What follows belongs to an exercise in optimizing a design on an open flow for small area, a short achievable clock period and few clock cycles per item; a production flow would make more cautious choices.
At most, simulation tests tie the RTL to the original design; equivalence was not proved.
Power figures rest on the tool's default switching activity, not on a simulated workload.

job 4971:
## serial_stick_command_decoder_top
module serial_stick_command_decoder_top (
  input  logic        clk,
  input  logic        rst,
  input  logic        cmd_valid,
  output logic        cmd_ready,
  input  logic        cmd_mode,
  input  logic [7:0]  cmd_rx_byte,
  input  logic [11:0] cmd_rc_pitch,
  input  logic [11:0] cmd_rc_roll,
  output logic        stick_valid,
  input  logic        stick_ready,
  output logic        stick_armed,
  output logic [14:0] stick_throttle,
  output logic [14:0] stick_pitch,
  output logic [14:0] stick_roll,
  output logic        stick_clear_store,
  output logic [3:0]  stick_directions,
  input  logic        psel,
  input  logic        penable,
  input  logic        pwrite,
  input  logic [3:0]  paddr,
  input  logic [31:0] pwdata,
  output logic [31:0] prdata,
  output logic        pready
);
  ssc_pkg::cfg_t cfg;
  ssc_cfg_regs u_cfg (
    .clk     (clk),
    .rst     (rst),
    .psel    (psel),
    .penable (penable),
    .pwrite  (pwrite),
    .paddr   (paddr),
    .pwdata  (pwdata),
    .prdata  (prdata),
    .pready  (pready),
    .cfg     (cfg)
  );
  logic        in_valid;
  logic        in_mode;
  logic [7:0]  in_byte;
  logic        advance;
  assign advance   = in_valid && (!stick_valid || stick_ready);
  assign cmd_ready = !in_valid || advance;
  always_ff @(posedge clk) begin
    if (rst || cmd_ready) in_valid <= !rst && cmd_valid;
  end
  always_ff @(posedge clk) begin
    if (cmd_ready && cmd_valid) begin
      in_mode  <= cmd_mode;
      in_byte  <= cmd_rx_byte;
    end
  end
  logic                     armed_flag;
  logic                     pending;         
  logic [1:0]               chars_left;      
  logic [1:0]               target;
  logic [1:0]               phase;
  logic                     negative;
  logic signed [StickW-1:0] sacc;
  logic signed [StickW-1:0] sacc10;          
  logic                     sacc_above;      
  logic [3:0]               dir_flags;
  ...
export LEC_CHECK = 0
export CAP_MARGIN = 20
export CORE_MARGIN = 2
export CORE_UTILIZATION = 55
export SETUP_SLACK_MARGIN = 2.9
export SLEW_MARGIN = 20
create_clock -name core_clock -period 7.0 [get_ports {clk}]
standard.sh (not shown) runs the stock make flow with config.mk's settings and CLKGATE_MAP_FILE= SYNTH_SCRIPT=/design/flow/synth_recipe.tcl, a recipe that flattens the netlist after the stock synthesis.
==> flow/flow/run.sh <==
#!/bin/bash
# The standard layout, with every port buffered by the smallest plain
# buffer (the timing repair resizes the ones on critical paths) instead of
# the delay buffer buffer_ports picks by default.
set -euo pipefail
export BUFFER_PORTS_ARGS="-buffer_cell sky130_fd_sc_hd__buf_1"
bash standard.sh finish > standard_flow.log 2>&1
Job 4971 reached the end of the flow, and the finished layout is clean on the timing, design-rule and antenna checks.
Testbench counts of job 4971, summed over its fixed seeds: cycles 12,042, items 12,026.
Changes in job 4483 relative to job 4971:
==> flow/run.sh (new file) <==
#!/bin/bash
# synth_recipe.tcl (not shown) runs the flow's synth.tcl, then flattens the netlist and writes it again
# the make line also repeats each setting of config.mk as NAME=value (left out here)
make -C /OpenROAD-flow-scripts/flow DESIGN_CONFIG=/design/flow/config.mk WORK_HOME=/design/flow/orfs CLKGATE_MAP_FILE= SYNTH_SCRIPT=/design/flow/synth_recipe.tcl finish
-- flow/config.mk --
<<< job 4971, line 9
export CORE_MARGIN = 2
export CORE_UTILIZATION = 55
export SETUP_SLACK_MARGIN = 2.9
export SLEW_MARGIN = 20
>>> job 4483, line 9
export CORE_MARGIN = 2
export CORE_UTILIZATION = 40
export SETUP_SLACK_MARGIN = 3.6
export SLEW_MARGIN = 20
removed: flow/flow/run.sh
removed: flow/standard.sh
[summary]
- Summary of job 4483 over job 4971: clock network fraction of design power now smaller; global-route usage -5.2 points; critical path depth in cells increased 8; non-clock inverter count in the final layout about even.
- For job 4483, the class of the most critical setup path was flop to flop, unlike job 4971, where it was input pin to output pin.
- Changes observed in job 4483 relative to job 4971: final cell count rose by 187, largest driver fanout on the critical path fell by 6.
Inputs modified between job 4483 and job 6985:
-- flow/config.mk --
<<< job 4483, line 9
export CORE_MARGIN = 2
export CORE_UTILIZATION = 40
export SETUP_SLACK_MARGIN = 3.6
export SLEW_MARGIN = 20
>>> job 6985, line 9
export CORE_MARGIN = 2
export CORE_UTILIZATION = 55
export SETUP_SLACK_MARGIN = 3.1
export SLEW_MARGIN = 20
Notes after the runs:
- Re area taken by multi-input logic gates: job 6985 is 6.5% down on job 4483.
- Job 6985 gives less number of nets in the finished design than job 4483 did.
- Comparing job 4483 and job 6985, the lower cell area after layout was measured on job 6985.
- In the metrics for job 4483 and job 6985, the one carrying the lower critical path depth is job 6985.
- Per the comparison of job 6985 with job 4483, met2 wire length went down 6.3%, final worst-path setup slack saw a decrease.
Relative to job 6985, the following input files were edited for job 3505:
==> flow/flow/run.sh (new file) <==
#!/bin/bash
# The standard layout, with every port buffered by the smallest plain
# buffer (the timing repair resizes the ones on critical paths) instead of
# the delay buffer buffer_ports picks by default.
set -euo pipefail
export BUFFER_PORTS_ARGS="-buffer_cell sky130_fd_sc_hd__buf_1"
bash standard.sh finish > standard_flow.log 2>&1
==> flow/standard.sh (new file) <==
#!/bin/bash
# synth_recipe.tcl (not shown) runs the flow's synth.tcl, then flattens the netlist and writes it again
# the make line also repeats each setting of config.mk as NAME=value (left out here)
make -C /OpenROAD-flow-scripts/flow DESIGN_CONFIG=/design/flow/config.mk WORK_HOME=/design/flow/orfs CLKGATE_MAP_FILE= SYNTH_SCRIPT=/design/flow/synth_recipe.tcl "${@:-finish}"
-- flow/config.mk --
<<< job 6985, line 9
export CORE_MARGIN = 2
export CORE_UTILIZATION = 55
export SETUP_SLACK_MARGIN = 3.1
>>> job 3505, line 9
export CORE_MARGIN = 2
export CORE_UTILIZATION = 65
export CTS_BUF_LIST = sky130_fd_sc_hd__clkbuf_8
export SETUP_SLACK_MARGIN = 3.1
removed: flow/run.sh
Notes after the runs:
Changes observed in job 3505 relative to job 6985: shortest clock period the worst path allows after layout stayed essentially flat; die area shows a reduction of 15%; cell area went down 980 um2.


## xenon
Another version of the RTL of serial_stick_command_decoder_top (not shown whole).
For scale: roughly 1600 cells after synthesis.
Settings: LEC_CHECK=0, CAP_MARGIN=20, CORE_MARGIN=2, CORE_UTILIZATION=40, SETUP_SLACK_MARGIN=3.2, SLEW_MARGIN=20; clock period 7.0 ns.
run.sh (not shown) runs the stock make flow with config.mk's settings and CLKGATE_MAP_FILE= SYNTH_SCRIPT=/design/flow/synth_recipe.tcl, a recipe that flattens the netlist after the stock synthesis.
Stock flow here: none of the scripts above is used.
#### Input delta (yarrow over xenon)
diff --git a/flow/config.mk b/flow/config.mk
--- a/flow/config.mk
+++ b/flow/config.mk
@@ -9,4 +9,4 @@
 export CORE_MARGIN = 2
 export CORE_UTILIZATION = 40
-export SETUP_SLACK_MARGIN = 3.2
+export SETUP_SLACK_MARGIN = 3.7
 export SLEW_MARGIN = 20
--- outcome ---
- yarrow: no failed stages, no open violations at the end
- xenon ended with every stage complete and zero timing, DRC or antenna violations.
- Per the comparison of yarrow with xenon, clock share of power has increased, total power higher, register area held steady, shortest period the worst path allows -0.064 ns.
- Of yarrow and xenon, yarrow shows the lower fraction of area in registers, with xenon above it.
- Compared with xenon, yarrow shows a higher area overhead of the layout relative to synthesis.
- The register-to-register slack of yarrow exceeds that of xenon by 0.06 ns.
- Of yarrow and xenon, the run reporting the lower cell area was xenon.
- The higher share of the clock period used by the worst path after layout of yarrow and xenon is in xenon.
- [yarrow] worst setup slack rose 0.064 ns relative to xenon
No functional check of the RTL was part of any run of this note.


the baseline:
serial_stick_command_decoder_top with an RTL version that a note above also has.
For scale: about 1300 cells after synthesis, about 190 flip-flops, roughly 160 I/O pins, ~13000 sq um of cells after synthesis.
export LEC_CHECK = 0
export CAP_MARGIN = 20
export CORE_MARGIN = 2
export CORE_UTILIZATION = 55
export SETUP_SLACK_MARGIN = 3.1
export SLEW_MARGIN = 20
export TNS_END_PERCENT = 5
create_clock -name core_clock -period 7.0 [get_ports {clk}]
standard.sh (not shown) runs the stock make flow with config.mk's settings and CLKGATE_MAP_FILE= SYNTH_SCRIPT=/design/flow/synth_recipe.tcl, a recipe that flattens the netlist after the stock synthesis.
==> flow/flow/run.sh <==
#!/bin/bash
# The standard layout, with every port buffered by the smallest plain
# buffer (the timing repair resizes the ones on critical paths) instead of
# the delay buffer buffer_ports picks by default.
set -euo pipefail
export BUFFER_PORTS_ARGS="-buffer_cell sky130_fd_sc_hd__buf_1"
bash standard.sh finish > standard_flow.log 2>&1
The baseline was carried through to the last stage, and its layout satisfied the timing, design-rule and antenna checks.
Testbench counts of the baseline, summed over its fixed seeds: cycles 12,042, items 12,026.
Relative to the baseline, the following input files were edited for the candidate:
==> flow/run.sh (new file) <==
#!/bin/bash
# synth_recipe.tcl (not shown) runs the flow's synth.tcl, then flattens the netlist and writes it again
# the make line also repeats each setting of config.mk as NAME=value (left out here)
make -C /OpenROAD-flow-scripts/flow DESIGN_CONFIG=/design/flow/config.mk WORK_HOME=/design/flow/orfs CLKGATE_MAP_FILE= SYNTH_SCRIPT=/design/flow/synth_recipe.tcl finish
diff --git a/flow/config.mk b/flow/config.mk
--- a/flow/config.mk
+++ b/flow/config.mk
@@ -10,4 +10,4 @@
 export CORE_UTILIZATION = 55
+export CTS_BUF_LIST = sky130_fd_sc_hd__clkbuf_8
 export SETUP_SLACK_MARGIN = 3.1
 export SLEW_MARGIN = 20
-export TNS_END_PERCENT = 5
removed: flow/flow/run.sh
removed: flow/standard.sh
Findings:
Comparing the candidate and the baseline, proportion of cell area spent on the clock network is lower on the candidate. NOTE: wire length of the first global-routing pass in the candidate falls short of that of the baseline. Relative to the baseline, the fmax measured on the candidate has increased slightly. The power density over the cells in the candidate is 0.905 times that in the baseline. Clock latency at the later pin of the worst-skew pair (higher): the candidate.


Another version of the RTL of serial_stick_command_decoder_top (not shown whole).
Size in the first run: about 160 I/O pins, ~12000 sq um of cells after synthesis.
clock: 7.0 ns
lec_check: 0
cap_margin: 20
core_margin: 2
core_utilization: 40
setup_slack_margin: 3.6
slew_margin: 20
run.sh (not shown) runs the stock make flow with config.mk's settings and CLKGATE_MAP_FILE= SYNTH_SCRIPT=/design/flow/synth_recipe.tcl, a recipe that flattens the netlist after the stock synthesis.
Stock flow here: none of the scripts above is used.
Change:
- SETUP_SLACK_MARGIN: 3.6 -> not set
After rerunning:
- The new run finished with timing, DRC and antenna clean
- clock power is lower by 3.8%
- power falls by 9.9%
- via count falls by 3.2%
- area after synthesis does not change
- cell area drops by 12%
- cell count goes down by 3.6%
- synthesized cell count is unchanged
No run of this note included a check of the RTL's function; only the layout flow was run.


Setup of v6:
serial_stick_command_decoder_top, a different RTL version from the one above (not shown whole).
Size: ~1600 cells after synthesis.
## serial_stick_command_decoder_top
module serial_stick_command_decoder_top (
  input  logic        clk,
  input  logic        rst,
  input  logic        cmd_valid,
  output logic        cmd_ready,
  input  logic        cmd_mode,
  input  logic [7:0]  cmd_rx_byte,
  input  logic [11:0] cmd_rc_pitch,
  input  logic [11:0] cmd_rc_roll,
  output logic        stick_valid,
  input  logic        stick_ready,
  output logic        stick_armed,
  output logic [14:0] stick_throttle,
  output logic [14:0] stick_pitch,
  output logic [14:0] stick_roll,
  output logic        stick_clear_store,
  output logic [3:0]  stick_directions,
  input  logic        psel,
  input  logic        penable,
  input  logic        pwrite,
  input  logic [3:0]  paddr,
  input  logic [31:0] pwdata,
  output logic [31:0] prdata,
  output logic        pready
);
clock: 7.0 ns
lec_check: 0
cap_margin: 20
core_margin: 2
core_utilization: 40
setup_slack_margin: 2.5
slew_margin: 20
> inputs changed (v6 -> v7)
- SETUP_SLACK_MARGIN: 2.5 -> unset
### Flow results
In the reports for v6 and v7, the smaller fraction of area in registers belongs to v6.
Between v7 and v6, it is v7 whose cell depth of the worst flop-to-flop path is higher, by 1.
v6 and v7 ended up with nearly the same hold slack.
Core utilization came out lower on v7 than on v6.
Function was not checked in any run of this note: the RTL went through the layout flow alone.


serial_stick_command_decoder_top, a different RTL version from the one above (not shown whole).
Size in the first run: ~1300 cells after synthesis, about 200 flip-flops, about 13000 sq um of cells after synthesis.
export LEC_CHECK = 0
export CAP_MARGIN = 20
export CORE_MARGIN = 2
export CORE_UTILIZATION = 55
export SETUP_SLACK_MARGIN = 3.35
export SLEW_MARGIN = 20
create_clock -name core_clock -period 7.0 [get_ports {clk}]
standard.sh (not shown) runs the stock make flow with config.mk's settings and CLKGATE_MAP_FILE= SYNTH_SCRIPT=/design/flow/synth_recipe.tcl, a recipe that flattens the netlist after the stock synthesis.
==> flow/flow/run.sh <==
#!/bin/bash
# The standard layout, with every port buffered by the smallest plain
# buffer (the timing repair resizes the ones on critical paths) instead of
# the delay buffer buffer_ports picks by default.
set -euo pipefail
export BUFFER_PORTS_ARGS="-buffer_cell sky130_fd_sc_hd__buf_1"
bash standard.sh finish > standard_flow.log 2>&1
Testbench counts at the start, summed over its fixed seeds: cycles 12,042, items 12,026.
Edit:
Settings changed: SETUP_SLACK_MARGIN 3.35 to 3.1.
Result:
- utilization drops by 1.6 points
- clock-buffer cell count climbs by 1
- clock skew climbs by 0.0072 ns
- worst setup slack degrades by 0.11 ns
- via count drops slightly
- design area drops by a few percent
- global-route usage drops by 0.41 points
Edit:
Settings changed: SETUP_SLACK_MARGIN 3.1 to 3.6.
What happened: Total power rose by a few percent. Sequential share of layout area shrinks by 2.2 points. Routed wire length came out higher by a few percent. Die area stays the same. Final area is higher by a few percent.
Edit:
Settings changed: CORE_UTILIZATION 55 to 65, SETUP_SLACK_MARGIN 3.6 to 3.35, TNS_END_PERCENT set to 5.
Result: The changed run passed the timing, design-rule and antenna checks; synthesized area is unchanged; worst hold slack improved by 0.0072 ns; critical path depth is higher by 1; clock-buffer cell count is lower by 1; power is lower by a few percent; worst setup slack got worse by 0.11 ns; combinational power is lower by a little under a tenth; die area is lower by about a fifth.


== run M ==
RTL: one of the versions met above, not the one the previous note started from.
Size in the first run: ~1300 cells after synthesis, about 190 flip-flops, about 13000 um2 of cells after synthesis.
// serial_stick_command_decoder_top
module serial_stick_command_decoder_top (
  input  logic        clk,
  input  logic        rst,
  input  logic        cmd_valid,
  output logic        cmd_ready,
  input  logic        cmd_mode,
  input  logic [7:0]  cmd_rx_byte,
  input  logic [11:0] cmd_rc_pitch,
  input  logic [11:0] cmd_rc_roll,
  output logic        stick_valid,
  input  logic        stick_ready,
  output logic        stick_armed,
  output logic [14:0] stick_throttle,
  output logic [14:0] stick_pitch,
  output logic [14:0] stick_roll,
  output logic        stick_clear_store,
  output logic [3:0]  stick_directions,
  input  logic        psel,
  input  logic        penable,
  input  logic        pwrite,
  input  logic [3:0]  paddr,
  input  logic [31:0] pwdata,
  output logic [31:0] prdata,
  output logic        pready
);
  ssc_pkg::cfg_t cfg;
  ssc_cfg_regs u_cfg (
    .clk     (clk),
    .rst     (rst),
    .psel    (psel),
    .penable (penable),
    .pwrite  (pwrite),
    .paddr   (paddr),
    .pwdata  (pwdata),
    .prdata  (prdata),
    .pready  (pready),
    .cfg     (cfg)
  );
  logic        in_valid;
  logic        in_mode;
  logic [7:0]  in_byte;
  logic        advance;
  assign advance   = in_valid && (!stick_valid || stick_ready);
  assign cmd_ready = !in_valid || advance;
  always_ff @(posedge clk) begin
    if (rst || cmd_ready) in_valid <= !rst && cmd_valid;
  end
  always_ff @(posedge clk) begin
    if (cmd_ready && cmd_valid) begin
      in_mode  <= cmd_mode;
      in_byte  <= cmd_rx_byte;
    end
  end
  logic                     armed_flag;
  logic                     pending;         
  logic [1:0]               chars_left;      
  logic [1:0]               target;
  logic [1:0]               phase;
  logic                     negative;
  logic signed [StickW-1:0] sacc;
  ...
==> flow/config.mk <==
export PLATFORM = sky130hd
export DESIGN_NAME = serial_stick_command_decoder_top
export DESIGN_NICKNAME = serial_stick_command_decoder_top
export VERILOG_FILES = /design/flow/design.v
export SDC_FILE = /design/flow/constraint.sdc
export NUM_CORES = 4
export LEC_CHECK = 0
export CAP_MARGIN = 20
export CORE_MARGIN = 2
export CORE_UTILIZATION = 55
export SETUP_SLACK_MARGIN = 3.4
export SLEW_MARGIN = 20
==> flow/constraint.sdc <==
create_clock -name core_clock -period 7.0 [get_ports {clk}]
set_input_delay 1.4000 -clock core_clock [delete_from_list [all_inputs] [get_ports {clk}]]
set_output_delay 1.4000 -clock core_clock [all_outputs]
set_load 0.01 [all_outputs]
Scripts as last shown in full above: flow/flow/run.sh
Testbench counts of run M, summed over its fixed seeds: cycles 12,042, items 12,026.
### run M -> run F
# run M
export LEC_CHECK = 0
export CAP_MARGIN = 20
export CORE_MARGIN = 2
export CORE_UTILIZATION = 55
export SETUP_SLACK_MARGIN = 3.4
export SLEW_MARGIN = 20
create_clock -name core_clock -period 7.0 [get_ports {clk}]
# run F
export LEC_CHECK = 0
export CAP_MARGIN = 20
export CORE_MARGIN = 2
export CORE_UTILIZATION = 55
export SETUP_SLACK_MARGIN = 3.1
export SLEW_MARGIN = 20
create_clock -name core_clock -period 7.0 [get_ports {clk}]
==> summary.txt <==
Going from run M to run F, minimum setup slack in the final design went down by 0.056 ns; maximum vdd ir drop moved up; total via count in the routed design saw a decrease.

[re-timing with driven ports]
No port has a modelled driver above. Below, the same layouts with a new extraction and two added sets of constraints.
Step 1, drivers: a clkbuf_16 drives clk and a buf_2 each remaining input, both assumed.
Step 2 also shifts input and output timing later by t, the mid clock arrival at the registers, as if the neighbouring blocks saw the same clock.
Slacks: no drivers / after step 1 / after step 2; pairs: no drivers / after step 1.
run	t, ns	slack for setup (ns)	hold WS [ns]	slew at the worst register clock pin (ns)
job 4971	0.479	3.057 / 3.034 / 3.034	0.584 / 0.584 / 0.584	0.08 / 0.08
job 4483	0.495	3.270 / 3.270 / 3.270	0.594 / 0.594 / 0.594	0.08 / 0.08
job 6985	0.481	3.130 / 3.099 / 2.955	0.577 / 0.577 / 0.577	0.08 / 0.08
job 3505	0.520	3.129 / 3.129 / 3.129	0.587 / 0.587 / 0.587	0.11 / 0.11
xenon	0.493	3.248 / 3.225 / 2.957	0.484 / 0.484 / 0.484	0.08 / 0.08
yarrow	0.505	3.312 / 3.260 / 3.260	0.483 / 0.483 / 0.483	0.09 / 0.09
the baseline	0.484	3.092 / 3.092 / 3.092	0.584 / 0.584 / 0.584	0.08 / 0.08
the candidate	0.510	3.132 / 3.102 / 3.004	0.583 / 0.583 / 0.583	0.11 / 0.11
the first run of note 4	0.475	1.095 / 1.095 / 1.095	0.468 / 0.468 / 0.468	0.07 / 0.07
the second run of note 4	0.483	0.415 / 0.415 / 0.115	0.466 / 0.466 / 0.466	0.07 / 0.07
v6	0.489	2.571 / 2.542 / 2.123	0.466 / 0.466 / 0.466	0.07 / 0.07
v7	0.486	1.569 / 1.595 / 1.109	0.467 / 0.467 / 0.467	0.07 / 0.07
the first run of note 6	0.492	3.320 / 3.282 / 3.141	0.566 / 0.566 / 0.566	0.08 / 0.08
the second run of note 6	0.497	3.209 / 3.187 / 3.154	0.561 / 0.561 / 0.561	0.09 / 0.09
the third run of note 6	0.494	3.393 / 3.307 / 3.307	0.563 / 0.563 / 0.563	0.08 / 0.08
the fourth run of note 6	0.476	3.284 / 3.261 / 3.261	0.570 / 0.570 / 0.570	0.08 / 0.08
run M	0.486	3.201 / 3.201 / 3.201	0.581 / 0.581 / 0.581	0.08 / 0.08
run F	0.477	3.145 / 3.145 / 3.145	0.584 / 0.584 / 0.584	0.08 / 0.08
After both steps every run listed still meets setup and hold. For v7, which loses most, drivers alone change the setup slack by +0.026 ns; drivers and shift together by -0.460 ns.
